This design comes from an exercise in tuning for small area, a short achievable clock period and few clock cycles on the open sky130 flow, not from production work.
Only simulation tests tie the RTL to the original design; equivalence was not proved.

==> flow/design.v <==
package cic_decim_pkg;
  typedef enum logic [0:0] {
    ErrUpstream = 1'b0,
    ErrSequence = 1'b1
  } cic_err_bit_e;
  function automatic integer cic_growth(input integer rate, input integer m, input integer n);
    reg [127:0] prod;
    integer     i, b;
    begin
      prod = 128'd1;
      for (i = 0; i < n; i = i + 1) prod = prod * rate * m;
      cic_growth = 0;
      for (b = 0; b < 128; b = b + 1) if ((128'd1 << b) < prod) cic_growth = b + 1;
    end
  endfunction
  function automatic integer cic_ch_w(input integer channels);
    cic_ch_w = (channels > 1) ? $clog2(channels) : 1;
  endfunction
  localparam int unsigned DefW    = 16 + cic_growth(125, 1, 4);
  localparam int unsigned DefChW  = cic_ch_w(2);
endpackage
module cic_comb_chain #(
  parameter int unsigned W          = 44,
  parameter int unsigned STAGES     = 4,
  parameter int unsigned DIFF_DELAY = 1
) (
  input  logic [W-1:0]                           x,
  input  logic [STAGES*DIFF_DELAY-1:0][W-1:0]    dly,
  output logic [W-1:0]                           y,
  output logic [STAGES*DIFF_DELAY-1:0][W-1:0]    dly_next
);
  always_comb begin
    logic [W-1:0] stage_in;
    stage_in = x;
    for (int s = 0; s < STAGES; s++) begin
      dly_next[s*DIFF_DELAY] = stage_in;
      for (int j = 1; j < DIFF_DELAY; j++) dly_next[s*DIFF_DELAY+j] = dly[s*DIFF_DELAY+j-1];
      stage_in = stage_in - dly[s*DIFF_DELAY+DIFF_DELAY-1];
    end
    y = stage_in;
  end
endmodule
module cic_decim #(
  parameter int unsigned IN_W       = 16,
  parameter int unsigned OUT_W      = 16,
  parameter int unsigned STAGES     = 4,
  parameter int unsigned RATE       = 125,
  parameter int unsigned DIFF_DELAY = 1,
  parameter int unsigned CHANNELS   = 2,
  parameter int unsigned CH_W       = cic_decim_pkg::cic_ch_w(CHANNELS)
) (
  input  logic             clk,
  input  logic             reset_n,
  input  logic [IN_W-1:0]  in_data,
  input  logic [CH_W-1:0]  in_channel,
  input  logic             in_valid,
  output logic             in_ready,
  input  logic [1:0]       in_error,
  input  logic             in_startofpacket,
  input  logic             in_endofpacket,
  output logic [OUT_W-1:0] out_data,
  output logic [CH_W-1:0]  out_channel,
  output logic             out_valid,
  input  logic             out_ready,
  output logic [1:0]       out_error,
  output logic             out_startofpacket,
  output logic             out_endofpacket
);
  localparam int unsigned W    = IN_W + cic_decim_pkg::cic_growth(RATE, DIFF_DELAY, STAGES);
  localparam int unsigned PH_W = $clog2(RATE);
  logic unused_eop;
  assign unused_eop = in_endofpacket;
  logic [1:0]      rst_sh;       
  logic            clr_dly;      
  logic [6:0]      pos;          
  logic            in_ready_q;
  logic            iv;           
  logic            go_q;         
  logic            cons_q;       
  logic            isd_q;        
  logic            exp_ch;
  logic [1:0][PH_W-1:0] ph;
  logic [1:0]      ph123, ph124;  
  logic [1:0][1:0] err;
  logic [1:0]      pend;         
  logic            older;        
  logic            act;          
  logic            pch;          
  logic [3:1]      br;           
  logic            p2, dmp;      
  logic            dz;           
  logic            out_valid_q;
  logic [IN_W-1:0] id;
  logic            che, sok, algn;
  logic [1:0]      ierr;
  logic [W-1:0]    s0_a, s0_b, s0_c, s0_d, s0_w;
  logic [W-1:0]    s1_a, s1_b, s1_c, s1_d, s1_w;
  logic [2:0][91:0] dr;          
  logic [1:0][1:0] res_err;
  logic [OUT_W-1:0] out_data_q;
  logic            out_ch_q, out_sop_q;
  logic [1:0]      out_err_q;
  logic clr_int, hd;
  logic [6:0] kb;                
  logic       cch;               
  assign clr_int = rst_sh[1];
  assign hd      = pos[0];
  assign kb      = cch ? pos - 7'd46 : pos;
  logic start, sch, order_ok, step, last;
  assign sch      = (pos == 7'd46);    
  assign order_ok = !pend[~sch] || (older == sch);
  assign start    = !act && (pos == 7'd0 || pos == 7'd46) && pend[sch] && order_ok && !out_valid_q;
  assign step     = start || act;
  assign cch      = act ? pch : sch;
  assign last     = act && (kb == 7'(W - 1));
  logic exp_ch_n, ld, iv_n, che_in, che_n, sok_n, algn_n, go_n, cons_n, isd_n;
  logic [1:0] pend_n, ph123_n, ph124_n, blk_n;
  logic [1:0][PH_W-1:0] ph_n;
  always_comb begin
    exp_ch_n = go_q ? ~che : exp_ch;
    ph_n = ph;
    if (go_q) ph_n[che] = isd_q ? '0 : ph[che] + PH_W'(1);
    pend_n = pend;
    if (last) pend_n[pch] = 1'b0;
    if (dz) pend_n[hd] = 1'b1;
    for (int c = 0; c < 2; c++) begin
      ph123_n[c] = (ph_n[c] == PH_W'(RATE - 2));
      ph124_n[c] = (go_q && che == c) ? (!isd_q && ph123[c]) : ph124[c];
      blk_n[c]   = pend_n[c] && ph124_n[c];
    end
  end
  logic [2:0] go_p, cons_p, isd_p;    
  logic       go_h, cons_h, isd_h, sel_go, sel_cons, sel_isd;
  always_comb begin
    go_p[0]   = hd && !blk_n[0];
    cons_p[0] = go_p[0];
    isd_p[0]  = go_p[0] && ph124_n[0];
    go_p[1]   = !exp_ch_n && hd && !blk_n[0];
    cons_p[1] = exp_ch_n || (hd && !blk_n[0]);
    isd_p[1]  = go_p[1] && ph124_n[0];
    go_p[2]   = exp_ch_n && !hd && !blk_n[1];
    cons_p[2] = !exp_ch_n || (!hd && !blk_n[1]);
    isd_p[2]  = go_p[2] && ph124_n[1];
    go_h   = iv && sok && !algn && !blk_n[che];
    cons_h = iv && (!sok || (!algn && !blk_n[che]));
    isd_h  = go_h && ph124_n[che];
    sel_go   = in_startofpacket ? go_p[0]   : (in_channel ? go_p[2]   : go_p[1]);
    sel_cons = in_startofpacket ? cons_p[0] : (in_channel ? cons_p[2] : cons_p[1]);
    sel_isd  = in_startofpacket ? isd_p[0]  : (in_channel ? isd_p[2]  : isd_p[1]);
  end
  assign ld     = !iv || cons_q;           
  assign iv_n   = ld ? in_valid : iv;
  assign che_in = in_startofpacket ? 1'b0 : in_channel;
  assign che_n  = ld ? che_in : che;
  assign sok_n  = ld ? (in_startofpacket || (in_channel == exp_ch_n)) : sok;
  assign algn_n = ld ? (che_in != hd) : !algn;
  assign go_n   = ld ? (in_valid && sel_go) : go_h;
  assign cons_n = ld ? (in_valid && sel_cons) : cons_h;
  assign isd_n  = ld ? (in_valid && sel_isd) : isd_h;
  logic [W-1:0] xg, ag, bg, cg, a_new, b_new, c_new, d_new;
  assign xg = go_q ? {{(W-IN_W){id[IN_W-1]}}, id} : '0;
  assign ag = go_q ? s0_a : '0;
  assign bg = p2 ? s1_b : '0;
  assign cg = p2 ? s1_c : '0;
  assign a_new = s0_a + xg;
  assign b_new = s0_b + ag + xg;
  assign c_new = s1_c + bg;
  assign d_new = s1_d + cg + bg;
  logic [3:0] y;                 
  logic [3:1] br_n;
  always_comb begin
    y[0] = (hd == cch) ? s0_w[kb[5:0]] : s1_w[kb[5:0]];
    for (int i = 1; i <= 3; i++) begin
      y[i]    = y[i-1] ^ dr[i-1][0] ^ br[i];
      br_n[i] = (!y[i-1] && (dr[i-1][0] || br[i])) || (dr[i-1][0] && br[i]);
    end
  end
  always_ff @(posedge clk or negedge reset_n) begin
    if (!reset_n) begin
      rst_sh      <= 2'b11;
      clr_dly     <= 1'b1;
      pos         <= '0;
      iv          <= 1'b0;
      go_q        <= 1'b0;
      cons_q      <= 1'b0;
      isd_q       <= 1'b0;
      exp_ch      <= 1'b0;
      ph          <= '0;
      ph123       <= '0;
      ph124       <= '0;
      err         <= '0;
      pend        <= '0;
      older       <= 1'b0;
      act         <= 1'b0;
      pch         <= 1'b0;
      br          <= '0;
      p2          <= 1'b0;
      dmp         <= 1'b0;
      dz          <= 1'b0;
      out_valid_q <= 1'b0;
    end else begin
      rst_sh     <= {rst_sh[0], 1'b0};
      if (pos == 7'd91) clr_dly <= 1'b0;
      pos        <= (pos == 7'd91) ? 7'd0 : pos + 7'd1;
      iv         <= iv_n;
      go_q       <= go_n;
      cons_q     <= cons_n;
      isd_q      <= isd_n;
      exp_ch     <= exp_ch_n;
      ph         <= ph_n;
      ph123      <= ph123_n;
      ph124      <= ph124_n;
      pend       <= pend_n;
      if (dz) older <= (pend[~hd] && !(last && pch == ~hd)) ? ~hd : hd;
      if (go_q) begin
        err[che] <= isd_q ? 2'b00 : (err[che] | ierr);
      end else if (cons_q) begin
        err[exp_ch][1] <= 1'b1;
      end
      p2   <= go_q;
      dmp  <= isd_q;
      dz   <= dmp;
      if (start) begin
        act <= 1'b1;
        pch <= sch;
      end else if (last) begin
        act <= 1'b0;
      end
      if (step) br <= last ? '0 : br_n;
      if (last) out_valid_q <= 1'b1;
      else if (out_ready) out_valid_q <= 1'b0;
    end
  end
  always_ff @(posedge clk) begin
    in_ready_q <= ld ? (!in_valid || sel_cons) : (!iv || cons_h);
    if (ld) begin
      id   <= in_data;
      ierr <= in_error;
    end
    che  <= che_n;
    sok  <= sok_n;
    algn <= algn_n;
    if (isd_q) res_err[che] <= err[che] | ierr;
    s1_a <= a_new;
    s1_b <= b_new;
    s1_c <= clr_int ? '0 : s0_c;
    s1_d <= (dz || clr_int) ? '0 : s0_d;
    s1_w <= dz ? s0_d : s0_w;
    s0_a <= clr_int ? '0 : s1_a;
    s0_b <= clr_int ? '0 : s1_b;
    s0_c <= c_new;
    s0_d <= d_new;
    s0_w <= s1_w;
    for (int i = 0; i < 3; i++) begin
      dr[i] <= {(step ? y[i] : (dr[i][0] && !clr_dly)), dr[i][91:1]};
    end
    if (step && kb >= 7'(W - OUT_W)) out_data_q <= {y[3], out_data_q[OUT_W-1:1]};
    if (last) begin
      out_ch_q   <= pch;
      out_sop_q  <= !pch;
      out_err_q  <= res_err[pch];
    end
  end
  assign in_ready          = in_ready_q;
  assign out_valid         = out_valid_q;
  assign out_data          = out_data_q;
  assign out_channel       = out_ch_q;
  assign out_error         = out_err_q;
  assign out_startofpacket = out_sop_q;
  assign out_endofpacket   = out_ch_q;
endmodule
Settings: LEC_CHECK=0, CAP_MARGIN=20, CORE_MARGIN=2, CORE_UTILIZATION=60, CTS_BUF_LIST=sky130_fd_sc_hd__clkbuf_16, CTS_CLUSTER_DIAMETER=90, CTS_CLUSTER_SIZE=30, SLEW_MARGIN=20; clock period 18.0 ns.
standard.sh (not shown) runs the stock make flow with config.mk's settings and CLKGATE_MAP_FILE= SYNTH_SCRIPT=/design/flow/synth_recipe.tcl, a recipe that flattens the netlist after the stock synthesis.
==> flow/flow/run.sh <==
#!/bin/bash
# Layout flow: the standard layout (standard.sh, ORFS from synthesis to the final layout)
# with three changes:
# * the buffers that ORFS puts on every input and output port are buf_2 cells (ORFS otherwise
#   picks its own, slow buffer cell for them);
# * clock tree synthesis inserts no dummy loads;
# * repair_timing works towards a setup slack of 13.2 ns, so it speeds up the paths that would
#   otherwise stay slower than the port paths.
# make's full output (every tool it runs) goes to flow.log in the work folder; ORFS keeps each
# step's own log under orfs/logs/.
set -euo pipefail
export BUFFER_PORTS_ARGS="-buffer_cell sky130_fd_sc_hd__buf_2"
export SETUP_SLACK_MARGIN=13.2
export CTS_ARGS="-sink_clustering_enable -repair_clock_nets -buf_list sky130_fd_sc_hd__clkbuf_16 -sink_clustering_size 30 -sink_clustering_max_diameter 90 -dont_use_dummy_load"
bash standard.sh > flow.log 2>&1
Testbench counts at the start, summed over its fixed seeds: cycles 80,944.
Next try:
--- a/flow/design.v
+++ b/flow/design.v
@@ -71,9 +71,9 @@
   logic unused_eop;
   assign unused_eop = in_endofpacket;
   logic [1:0]      rst_sh;       
   logic            clr_dly;      
-  logic [6:0]      pos;          
+  logic [5:0]      pos;          
   logic            in_ready_q;
   logic            iv;           
   logic            go_q;         
   logic            cons_q;       
@@ -94,26 +94,26 @@
   logic            che, sok, algn;
   logic [1:0]      ierr;
   logic [W-1:0]    s0_a, s0_b, s0_c, s0_d, s0_w;
   logic [W-1:0]    s1_a, s1_b, s1_c, s1_d, s1_w;
-  logic [2:0][91:0] dr;          
+  logic [2:0][45:0][1:0] dr;     
   logic [1:0][1:0] res_err;
   logic [OUT_W-1:0] out_data_q;
   logic            out_ch_q, out_sop_q;
   logic [1:0]      out_err_q;
   logic clr_int, hd;
-  logic [6:0] kb;                
+  logic [5:0] kb;                
   logic       cch;               
   assign clr_int = rst_sh[1];
   assign hd      = pos[0];
-  assign kb      = cch ? pos - 7'd46 : pos;
+  assign kb      = cch ? pos - 6'd23 : pos;
   logic start, sch, order_ok, step, last;
-  assign sch      = (pos == 7'd46);    
+  assign sch      = (pos == 6'd23);    
   assign order_ok = !pend[~sch] || (older == sch);
-  assign start    = !act && (pos == 7'd0 || pos == 7'd46) && pend[sch] && order_ok && !out_valid_q;
+  assign start    = !act && (pos == 6'd0 || pos == 6'd23) && pend[sch] && order_ok && !out_valid_q;
   assign step     = start || act;
   assign cch      = act ? pch : sch;
-  assign last     = act && (kb == 7'(W - 1));
+  assign last     = act && (kb == 6'(W / 2 - 1));
   logic exp_ch_n, ld, iv_n, che_in, che_n, sok_n, algn_n, go_n, cons_n, isd_n;
   logic [1:0] pend_n, ph123_n, ph124_n, blk_n;
   logic [1:0][PH_W-1:0] ph_n;
   always_comb begin
@@ -165,15 +165,14 @@
   assign a_new = s0_a + xg;
   assign b_new = s0_b + ag + xg;
   assign c_new = s1_c + bg;
   assign d_new = s1_d + cg + bg;
-  logic [3:0] y;                 
+  logic [3:0][1:0] y;            
   logic [3:1] br_n;
   always_comb begin
-    y[0] = (hd == cch) ? s0_w[kb[5:0]] : s1_w[kb[5:0]];
+    y[0] = (hd == cch) ? s0_w[2*kb[4:0] +: 2] : s1_w[2*kb[4:0] +: 2];
     for (int i = 1; i <= 3; i++) begin
-      y[i]    = y[i-1] ^ dr[i-1][0] ^ br[i];
-      br_n[i] = (!y[i-1] && (dr[i-1][0] || br[i])) || (dr[i-1][0] && br[i]);
+      {br_n[i], y[i]} = {1'b0, y[i-1]} - {1'b0, dr[i-1][0]} - {2'b00, br[i]};
     end
   end
   always_ff @(posedge clk or negedge reset_n) begin
     if (!reset_n) begin
@@ -199,10 +198,10 @@
       dz          <= 1'b0;
       out_valid_q <= 1'b0;
     end else begin
       rst_sh     <= {rst_sh[0], 1'b0};
-      if (pos == 7'd91) clr_dly <= 1'b0;
-      pos        <= (pos == 7'd91) ? 7'd0 : pos + 7'd1;
+      if (pos == 6'd45) clr_dly <= 1'b0;
+      pos        <= (pos == 6'd45) ? 6'd0 : pos + 6'd1;
       iv         <= iv_n;
       go_q       <= go_n;
       cons_q     <= cons_n;
       isd_q      <= isd_n;
@@ -251,11 +250,11 @@
     s0_c <= c_new;
     s0_d <= d_new;
     s0_w <= s1_w;
     for (int i = 0; i < 3; i++) begin
-      dr[i] <= {(step ? y[i] : (dr[i][0] && !clr_dly)), dr[i][91:1]};
-    end
-    if (step && kb >= 7'(W - OUT_W)) out_data_q <= {y[3], out_data_q[OUT_W-1:1]};
+      dr[i] <= {(step ? y[i] : (dr[i][0] & {2{!clr_dly}})), dr[i][45:1]};
+    end
+    if (step && kb >= 6'((W - OUT_W) / 2)) out_data_q <= {y[3], out_data_q[OUT_W-1:2]};
     if (last) begin
       out_ch_q   <= pch;
       out_sop_q  <= !pch;
       out_err_q  <= res_err[pch];
The new run finished clean.
First-iteration DRC count came out higher by 15%.
Wire length decreases by 2.4%.
Sequential cell count falls by 1.
Area after synthesis hardly moves.
Utilization is about the same.
Final area came out lower by 0.30%.
Hold slack gains 24 ps.
Register-to-register slack is worse by 100 ps.
Clock skew is higher by 30 ps.
Synthesized cell count rises by 1.0%.
Global-route usage goes down by 0.29 points.
Non-clock buffer count came out higher by 3.
Setup slack degrades by 70 ps.
Testbench counts after the change, summed over its fixed seeds: cycles 80,584.

==> re-timing with driven ports <==
In the flow no input, the clock included, has a driving cell. The finished layouts below were timed again as built, in two steps. Step 1 assumes that a clkbuf_16 drives the clock port and a buf_2 every other input. Step 2 adds t to the input delays and takes it off the output delays; t is the mean of the earliest and latest rising clock arrival at the registers after step 1. Input paths then give back, and output paths get back, about the clock's delay inside the block. Slacks: ideal / step 1 / step 2; pairs: ideal / step 1.
run	shift t [ns]	setup slack, ns	slew at the worst register clock pin (ns)
the first run	0.623	13.248 / 13.189 / 13.031	0.11 / 0.11
the second run	0.607	13.178 / 13.119 / 13.083	0.11 / 0.11
After both steps setup and hold are still met in every run listed. For the first run, which loses most, drivers alone change the setup slack by -0.059 ns; drivers and shift together by -0.217 ns.
